From an optimization exercise on the open Yosys and OpenROAD flow, aimed at small area and few clock cycles per item; shortcuts taken in it are not production practice. The RTL was checked by simulation tests, not by an equivalence proof against the original design.

==> flow/design.v, too long to show whole: its modules and the start of the top module <==
// module rgb_to_hsi_convert: 16316 lines
module rgb_to_hsi_convert #(
  parameter int unsigned HUE_FRAC_BITS = rhc_pkg::HUE_FRAC_DEF
) (
  input  logic        clk,
  input  logic        rst_n,
  input  logic        in_tvalid,
  output logic        in_tready,
  input  logic [23:0] in_tdata,    
  output logic        out_tvalid,
  input  logic        out_tready,
  output logic [47:0] out_tdata    
);
  // ...
==> flow/run.sh <==
#!/bin/bash
# synth_recipe.tcl (not shown) runs the flow's synth.tcl, then flattens the netlist and writes it again
# the make line also repeats each setting of config.mk as NAME=value (left out here)
make -C /OpenROAD-flow-scripts/flow DESIGN_CONFIG=/design/flow/config.mk WORK_HOME=/design/flow/orfs CLKGATE_MAP_FILE= SYNTH_SCRIPT=/design/flow/synth_recipe.tcl finish
==> flow/config.mk <==
export PLATFORM = sky130hd
export DESIGN_NAME = rgb_to_hsi_convert
export DESIGN_NICKNAME = rgb_to_hsi_convert
export VERILOG_FILES = /design/flow/design.v
export SDC_FILE = /design/flow/constraint.sdc
export NUM_CORES = 4
export LEC_CHECK = 0
export ABC_AREA = 1
export CAP_MARGIN = 20
export CORE_MARGIN = 2
export CORE_UTILIZATION = 40
export CTS_CLUSTER_DIAMETER = 60
export CTS_CLUSTER_SIZE = 30
export SLEW_MARGIN = 20
==> flow/constraint.sdc <==
create_clock -name core_clock -period 12.5 [get_ports {clk}]
set_input_delay 2.5000 -clock core_clock [delete_from_list [all_inputs] [get_ports {clk}]]
set_output_delay 2.5000 -clock core_clock [all_outputs]
set_load 0.01 [all_outputs]
==> metrics.md, run 1 <==
| Metric | Value |
|---|---|
| Outcome | no timing/DRC/antenna violations |
| Overall Global Routing Usage | 17.6% |
| Dpl cells | 7825 |
| Inserted Diodes | 0 |
| Largest Register | vld_r |
| DRT Pass-1 Iters | 6 |
| R2R setup slack | 520 ps |
| Post-synth EDFFs | 311 |
| Post-synth top area share | 18.7% |
| Xor/xnor share of the synthesized area | 14.2% |
| Hold-fix buffers at CTS | 0 |
| Initial antenna violation count | 1 |
| Synth Area in Compound Gates | 9.88% |
| GR Overflow Total | 0 |
| Layout cells sized above 1 | 8.08% |
| TritonCTS buffer count | 37 |
| Vias in the first global route | 37878 |
| Met2 Resource Use GR | 31.4% |
| Resize count post-CTS | 3 |
| Worst hold stages | 0 |
| Top Metal Used | met4 |
| Post-DP HPWL | 96.2 mm |
| List of most frequent post-synthesis cells | inv_1 (1173), nand2_1 (1054), ha_1 (738) |
| Top class by area | multi-input gates |
| Tcrit/Tclk final | 95.8% |
| Final Cell Area | 56200 um2 |
| WP data arrival | 12350 ps |
| Worst EP required | 12870 ps |
Testbench counts, summed over its fixed seeds: cycles 16,032, items 16,000.
==> run 2: changes to the inputs <==
--- a/flow/config.mk
+++ b/flow/config.mk
@@ -9,6 +9,4 @@
 export CAP_MARGIN = 20
 export CORE_MARGIN = 2
 export CORE_UTILIZATION = 40
-export CTS_CLUSTER_DIAMETER = 60
-export CTS_CLUSTER_SIZE = 30
 export SLEW_MARGIN = 20
==> run 2 against run 1 <==
- still clean
- flip-flop and latch count unchanged
- clock skew decreased by 37 ps
- non-clock buffer count unchanged
- hold slack improved by 3.3 ps
- sequential share of layout area about the same
- core utilization increased by 0.094 points
==> metrics.md, run 2 <==
| Metric | Value |
|---|---|
| Post-synth top area share | 18.7% (unchanged) |
| Initial antenna violation count | 1 (unchanged) |
| Most common cell after layout, fill and taps aside | inv_1 |
| Crit path time final | 12010 ps |
| Tcrit/Tclk final | 96.1% (+0.22 points) |
| Area growth syn-to-layout | 12.7% |
| RSZ-0062 raised after global routing | yes |
| Final Wtd Congestion | 0.890 |
| Mapped Avg Cell Area | 8.23 um2 |
| List of most frequent post-synthesis cells | inv_1 (1173), nand2_1 (1054), ha_1 (738) |
| Clock latency on the worst-skew pair | 640 ps |
| Largest Register | vld_r |
| Worst setup path class | flop to flop |
| Clock Tree Buf Depth | 3 |
| GRT busiest layer | met2 |
| Worst EP required | 12890 ps (+20 ps) |
| Slowest CP cell | fa_2 |
| Met1 Resource Use GR | 22.3% |
| Largest net degree at the start of global routing | 94 |
| Most frequent cell after synthesis | inv_1 |
| Nets | 7429 |
| Post-Layout Cell Count | 7976 |
| Final count of negative-setup-slack endpoints | 0 |
| Post-layout util | 45.5% |
| Seq/Total Area, Yosys | 18.9% |
| Crit-path most repeated cell | nand2_1 |
| Min-Delay Path Class | flop to flop |
| Max incr delay on CP | 410 ps |
| DRT Pass-1 Iters | 5 (-1) |
| Vias per inst | 4.81 |
| DP Worst Slack | 81.4 ps |
| Most frequent cells in the layout | inv_1 (1162), nand2_1 (1030), ha_1 (720) |
| Layout cells sized above 1 | 8.17% (+0.096 points) |
| Dpl cells | 7825 (unchanged) |
| CTS root buffer | clkbuf_16 |
| Final Hold Viols | 0 |
| Die Footprint | 128000 um2 |
| Pins over their slew limit | 0 |
| Mapped cell area | 49900 um2 |
| Final Routed Wirelength | 113 mm |
| Remaining antenna violation count | 0 |
| CTS Sinks | 315 |
| Vias in the first global route | 37893 (+0.040%) |
| TritonCTS clock tree | yes |
| First-pass GRT wire length | 186 mm |
| Buffers and inverters on the worst path | 10 |
| Syn nets | 7193 |
| Yosys top cell by area | edfxtp_1 |
| Post-synth cell types | 67 |
| Largest register FFs | 4 |
| Most area-consuming cells after synthesis | edfxtp_1 (19%), ha_1 (18%), fa_1 (14%), inv_1 (8.8%), xor2_1 (8.6%) |
| Ys Warns | 1 |
| Min setup slack post-route | 491 ps |
| CORE AREA | 124000 um2 |
| Async S/R FF share, synth | 0% |
| Commonest register cell after synthesis | edfxtp_1 |
| Port-buffer cells | 76 |
| CP delay by family, top | compound AO/OA/AOI/OAI gates |
| CTS clk-pin slew, worst paths | 80 ps |
| Post-DP HPWL | 96.2 mm (unchanged) |
| Measured slew at the worst slew-check pin | 1110 ps |
| Starting Density | 40.3% |
| DRT iter0 DRCs | 1801 |
| Wire per inst | 14.2 um |
| Final-layout fill cell count | 11977 |
| Met2 Resource Use GR | 31.5% (+0.077 points) |
| Yosys reg bits | 315 |
| Die Ht | 357 um |
| DR vias | 38333 |
| GR Util met3 | 2.24% |
| Post-synth EDFFs | 311 (unchanged) |
| Relative slew slack | 25.3% |
| Cells after synthesis | 6069 |
| Drc violations | 0 |
| Critical path peak fanout | 5 |
| H-tree levels | 2 |
| I/O pin cnt | 78 |
| Layout Skew | 38.5 ps |
| GR Overflow Total | 0 (unchanged) |
| Die width | 357 um |
| Max-capacitance violation count | 0 |
| Fmax | 83.3 MHz |
| FP Rows | 129 |
| TritonCTS buffer count | 42 (+14%) |
| Overall Global Routing Usage | 17.7% (+0.069 points) |
| WP data arrival | 12400 ps (+50 ps) |
| Setup crit end kind | flop |
| Startpoint Class | flop |
| Outcome | no timing/DRC/antenna violations |
## run 2: worst paths after layout
check / start / endpoint / slack, ps / cells after the start
setup / recovery: cx_x_3725_q3 / ce_x_4821_q4 / 490 / 92
hold / removal: dl_x_5776_q2 / dl_dl_x_5776_q2_q3 / 410 / 0
setup reg to reg: cx_x_3725_q3 / ce_x_4821_q4 / 490 / 92
hold reg to reg: dl_x_5776_q2 / dl_dl_x_5776_q2_q3 / 410 / 0
## run 2: cell families (layout without fill, tap and decap cells)
logic type	after synthesis	in the layout	share of synthesized area, %
compound gates	868	868	9.88
simple gates	1715	1717	14.3
mux	3	3	0.0651
buf+inv	1278	1545	9.86
other cells	1	2	0.00751
xor+xnor	793	793	14.2
fa+ha+maj	1096	1096	32.8
flops	315	315	18.9
## run 2: repair_timing
item                       4_1_cts  5_1_grt
gates cloned                     0        2
resized for setup                3      182
setup endpoints to repair        2       84
pin swaps                        1       77
buffers inserted                 1       70
hold buffers                     0        0
## run 2: metal layers
layer	wire length [um]	share of wire [%]	vias up
li1	-	-	19861
met3	3950	3.5	167
met2	55100	49	532
met5	0	0	-
met4	3340	3.0	0
met1	50800	45	17773
## run 2: final cells by class
class	count	area (um2)	share of cell area [%]
Clock buffer	43	1050	1.87
Clock inverter	34	415	0.738
Tap cell	1637	2050	3.64
Inverter	1180	4440	7.90
Timing Repair Buffer	288	2490	4.42
Sequential cell	315	9420	16.7
Multi-Input combinational cell	4478	36400	64.7
Antenna cell	1	2.50	0.00445
## run 2: through the flow
stage / TNS, ps / area (um2) / hold slack [ps]
5_1_grt: -1030 / 56300 / 422
3_3_place_gp: 0 / 53400 / 401
3_5_place_dp: 0 / 53400 / 405
4_1_cts: -24.3 / 54900 / 417
6_report: 0 / 56300 / 413
2_1_floorplan: 0 / 50000 / 400
## run 2: worst reg2reg max path: cells and delay by family, from the launching register on
| family | cells | cell delay (ps) |
|---|---|---|
| fa+ha+maj | 8 | 2280 |
| xor+xnor | 9 | 1660 |
| buf+inv | 10 | 870 |
| compound gates | 30 | 4220 |
| flops | 1 | 370 |
| simple gates | 35 | 2400 |
==> run 3: changes to the inputs <==
--- a/flow/config.mk
+++ b/flow/config.mk
@@ -8,5 +8,6 @@
 export ABC_AREA = 1
 export CAP_MARGIN = 20
 export CORE_MARGIN = 2
-export CORE_UTILIZATION = 40
+export CORE_UTILIZATION = 70
+export CTS_BUF_LIST = sky130_fd_sc_hd__clkbuf_8
 export SLEW_MARGIN = 20
==> run 3 against run 2 <==
- routed wire length decreased by 1.3%
- sequential share of layout area increased by 0.47 points
- critical endpoint is now out_tdata[14]
- hold slack got worse by 17 ps
- global-route usage increased by 13 points
- design area decreased by 2.8%
- critical path type is now flop to output port
- clock skew about the same
- flip-flop and latch count unchanged
==> metrics.md, run 3 <==
| Metric | Value |
|---|---|
| I/O pin cnt | 78 (unchanged) |
| Overall Global Routing Usage | 30.3% (+13 points) |
| Buffers and inverters on the worst path | 8 (-2) |
| R2R setup slack | 600 ps (+110 ps) |
| Worst EP required | 10000 ps (-2890 ps) |
| Area growth syn-to-layout | 9.56% |
| Slowest CP cell | fa_1 |
| DP Worst Slack | -28.8 ps (-110 ps) |
| Layout cells sized above 1 | 7.69% (-0.49 points) |
| H-tree levels | 2 (unchanged) |
| Syn nets | 7193 (unchanged) |
| CTS root buffer | clkbuf_8 |
| Vias per inst | 5.44 (+13%) |
| Clock Tree Buf Depth | 3 (unchanged) |
| Worst hold start | fl_fl_fl_n_62_q1_q2_q3 |
| Post-synth cell types | 67 (unchanged) |
| CTS clk-pin slew, worst paths | 60 ps (-20 ps) |
| Most frequent cell after synthesis | inv_1 |
| Largest net degree at the start of global routing | 82 (-13%) |
| Largest Register | vld_r |
| Min setup slack post-route | 508 ps (+16.5 ps) |
| Wire per inst | 15.4 um (+8.5%) |
| Cells after synthesis | 6069 (unchanged) |
| Post-DP HPWL | 91.4 mm (-4.9%) |
| Crit Reg-Reg Startpoint | cx_x_3725_q3 |
| Die Ht | 271 um (-24%) |
| Post-layout util | 77.7% (+32 points) |
| Post-synth top area share | 18.7% (unchanged) |
| CORE AREA | 70400 um2 (-43%) |
| TritonCTS buffer count | 58 (+38%) |
| First-pass GRT wire length | 184 mm (-0.63%) |
| Nets | 7389 (-0.54%) |
| Crit path from | ce_x_4821_q4 |
| Total stage count of the critical path | 46 (-50%) |
| Hold-fix buffers at CTS | 0 (unchanged) |
| Ys Warns | 1 (unchanged) |
| Measured slew at the worst slew-check pin | 1060 ps (-51.9 ps) |
| Area occupied by multi-input gates | 36400 um2 (+0.14%) |
| WP data arrival | 9490 ps (-2910 ps) |
| Most common cell after layout, fill and taps aside | inv_1 |
| Drc violations | 0 (unchanged) |
| RSZ-0062 raised after global routing | yes |
| Most area-consuming cells after synthesis | edfxtp_1 (19%), ha_1 (18%), fa_1 (14%), inv_1 (8.8%), xor2_1 (8.6%) |
| Die Footprint | 73500 um2 (-42%) |
| Startpoint Class | flop |
| Max-capacitance violation count | 0 (unchanged) |
| Relative slew slack | 28.8% (+3.5 points) |
| WHS | 395 ps (-17.5 ps) |
| Final count of negative-setup-slack endpoints | 0 (unchanged) |
| Final-layout fill cell count | 5193 (-57%) |
| Async S/R FF share, synth | 0% (unchanged) |
| Register area | 9420 um2 (unchanged) |
| CTS Sinks | 315 (unchanged) |
| Final Wtd Congestion | 0.931 (+4.7%) |
| Commonest register cell after synthesis | edfxtp_1 |
| Seq/Total Area, Yosys | 18.9% (unchanged) |
| TritonCTS clock tree | yes |
| GR Overflow Total | 0 (unchanged) |
| Mapped cell area | 49900 um2 (unchanged) |
| FP Rows | 97 (-25%) |
| Vias in the first global route | 38672 (+2.1%) |
| Outcome | no timing/DRC/antenna violations |
| CP delay by family, top | adder cells |
| Largest register FFs | 4 (unchanged) |
| Initial antenna violation count | 2 (+1) |
| Min-Delay Path Class | flop to flop |
| Remaining antenna violation count | 0 (unchanged) |
| Final Hold Viols | 0 (unchanged) |
| Most frequent cells in the layout | inv_1 (1173), nand2_1 (1031), ha_1 (725) |
| List of most frequent post-synthesis cells | inv_1 (1173), nand2_1 (1054), ha_1 (738) |
| Post-synth EDFFs | 311 (unchanged) |
| Starting Density | 71.0% (+31 points) |
| Fmax | 83.4 MHz (+0.14%) |
| Mapped Avg Cell Area | 8.23 um2 (unchanged) |
| Crit path to | out_tdata[14] |
| Worst setup path class | flop to output port |
| Cell depth of the worst flop-to-flop path | 91 (-1.1%) |
| Setup crit end kind | output port |
| Port-buffer cells | 76 (unchanged) |
| Max incr delay on CP | 550 ps (+140 ps) |
| DRT Pass-1 Iters | 6 (+1) |
| Yosys reg bits | 315 (unchanged) |
| Die width | 271 um (-24%) |
| Critical path peak fanout | 10 (+5) |
| Tcrit/Tclk final | 95.9% (-0.13 points) |
| Pins over their slew limit | 0 (unchanged) |
| Yosys top cell by area | edfxtp_1 |
| Worst reg2reg endpoint | ce_x_4821_q4 |
| Final Routed Wirelength | 112 mm (-1.3%) |
| Layout Skew | 38.2 ps (-0.325 ps) |
| Crit path time final | 11990 ps (-16.5 ps) |
| Crit-path most repeated cell | nand2_1 |
| Clock latency on the worst-skew pair | 700 ps (+60 ps) |
| DR vias | 39470 (+3.0%) |
| DRT iter0 DRCs | 2254 (+25%) |
run 3: worst register-to-register path, delay by kind of cell (launching register included):
family                   cells  cell delay, ps
AO/OA/AOI/OAI               29            4070
AND/OR/NAND/NOR             36            2590
adder cells (fa/ha/maj)      8            2250
XOR/XNOR                     9            1740
buffers and inverters        9             700
flip-flops                   1             380
run 3: metal layers:
layer	share of wire (%)	track usage, %	vias up
li1	-	-	19843
met1	45	41.1	18526
met2	48	51.7	926
met3	5.4	3.99	175
met4	2.1	6.93	0
met5	0	0	-
run 3: cell families after synthesis:
group,share of synthesized area [%]
AOI/OAI and AO/OA,9.88
other,0.00751
and+or+nand+nor,14.3
adders and majority gates,32.8
DFF,18.9
muxes,0.0651
buffers and inverters,9.86
xor gates and xnor gates,14.2
run 3: worst min-delay path by stage:
stage | endpoint | slack (ps) | depth (start not counted)
final | fl_fl_fl_fl_n_62_q1_q2_q3_q4 | 400 | 0
after global routing | fl_fl_fl_fl_n_62_q1_q2_q3_q4 | 400 | 0
after CTS | fl_fl_fl_fl_n_62_q1_q2_q3_q4 | 380 | 0
after detailed placement | dir_dir_n_3497_q3_q4 | 400 | 0
after global placement | dir_dir_n_3497_q3_q4 | 400 | 0
after floorplan | c1_c1_c1_c1_n_5490_q1_q2_q3_q4 | 400 | 0
run 3: cell type report:
type,instances,area share [%]
inverters,1180,8.13
repair buffers,231,3.64
clock buffers,61,1.53
well taps,940,2.15
diodes,1,0.00457
flip-flops and latches,315,17.2
multi-input cells,4479,66.6
clock inverters,43,0.723
run 3: what timing repair did:
item	4_1_cts	5_1_grt
gates cloned	0	3
setup endpoints to repair	11	86
hold endpoints to repair	0	0
setup buffers	2	66
pin swaps	2	66
gates resized for setup	10	185
run 3: stage by stage:
stage	std cells	TNS, ps	area, um2
6_report	7250	0	54700
2_1_floorplan	6069	0	50000
3_5_place_dp	7074	-28.8	52100
4_1_cts	7180	0	53400
3_3_place_gp	7074	0	52100
5_1_grt	7250	-4420	54700

## what the ideal ports hide
The results above use ideal ports. As a check the final layouts listed here were re-extracted and re-timed, cells and wires unchanged.
Step 1, drivers: a clkbuf_16 drives clk and a buf_2 each remaining input, both assumed.
Step 2 moves the port delays by t, midway between the first and last clock arrival at a register: inputs arrive t later, outputs are due t later. That takes back most of the time a late clock gives input paths.
Slacks: ideal / step 1 / step 2; pairs: ideal / step 1.
| run | t (ns) | setup WS [ns] | hold slack, ns | clock arrival spread, ns | slew at the worst register clock pin (ns) |
|---|---|---|---|---|---|
| run 1 | 0.698 | 0.519 / 0.519 / 0.192 | 0.410 / 0.410 / 0.410 | 0.076 / 0.076 | 0.10 / 0.10 |
| run 2 | 0.686 | 0.491 / 0.491 / 0.194 | 0.413 / 0.413 / 0.413 | 0.042 / 0.042 | 0.08 / 0.08 |
| run 3 | 0.745 | 0.508 / 0.443 / 0.277 | 0.395 / 0.395 / 0.395 | 0.039 / 0.038 | 0.09 / 0.09 |
After both steps setup and hold are still met in every run listed. The setup slack of run 1, which loses most, moves by 0.000 ns with the drivers and by -0.327 ns with both steps.
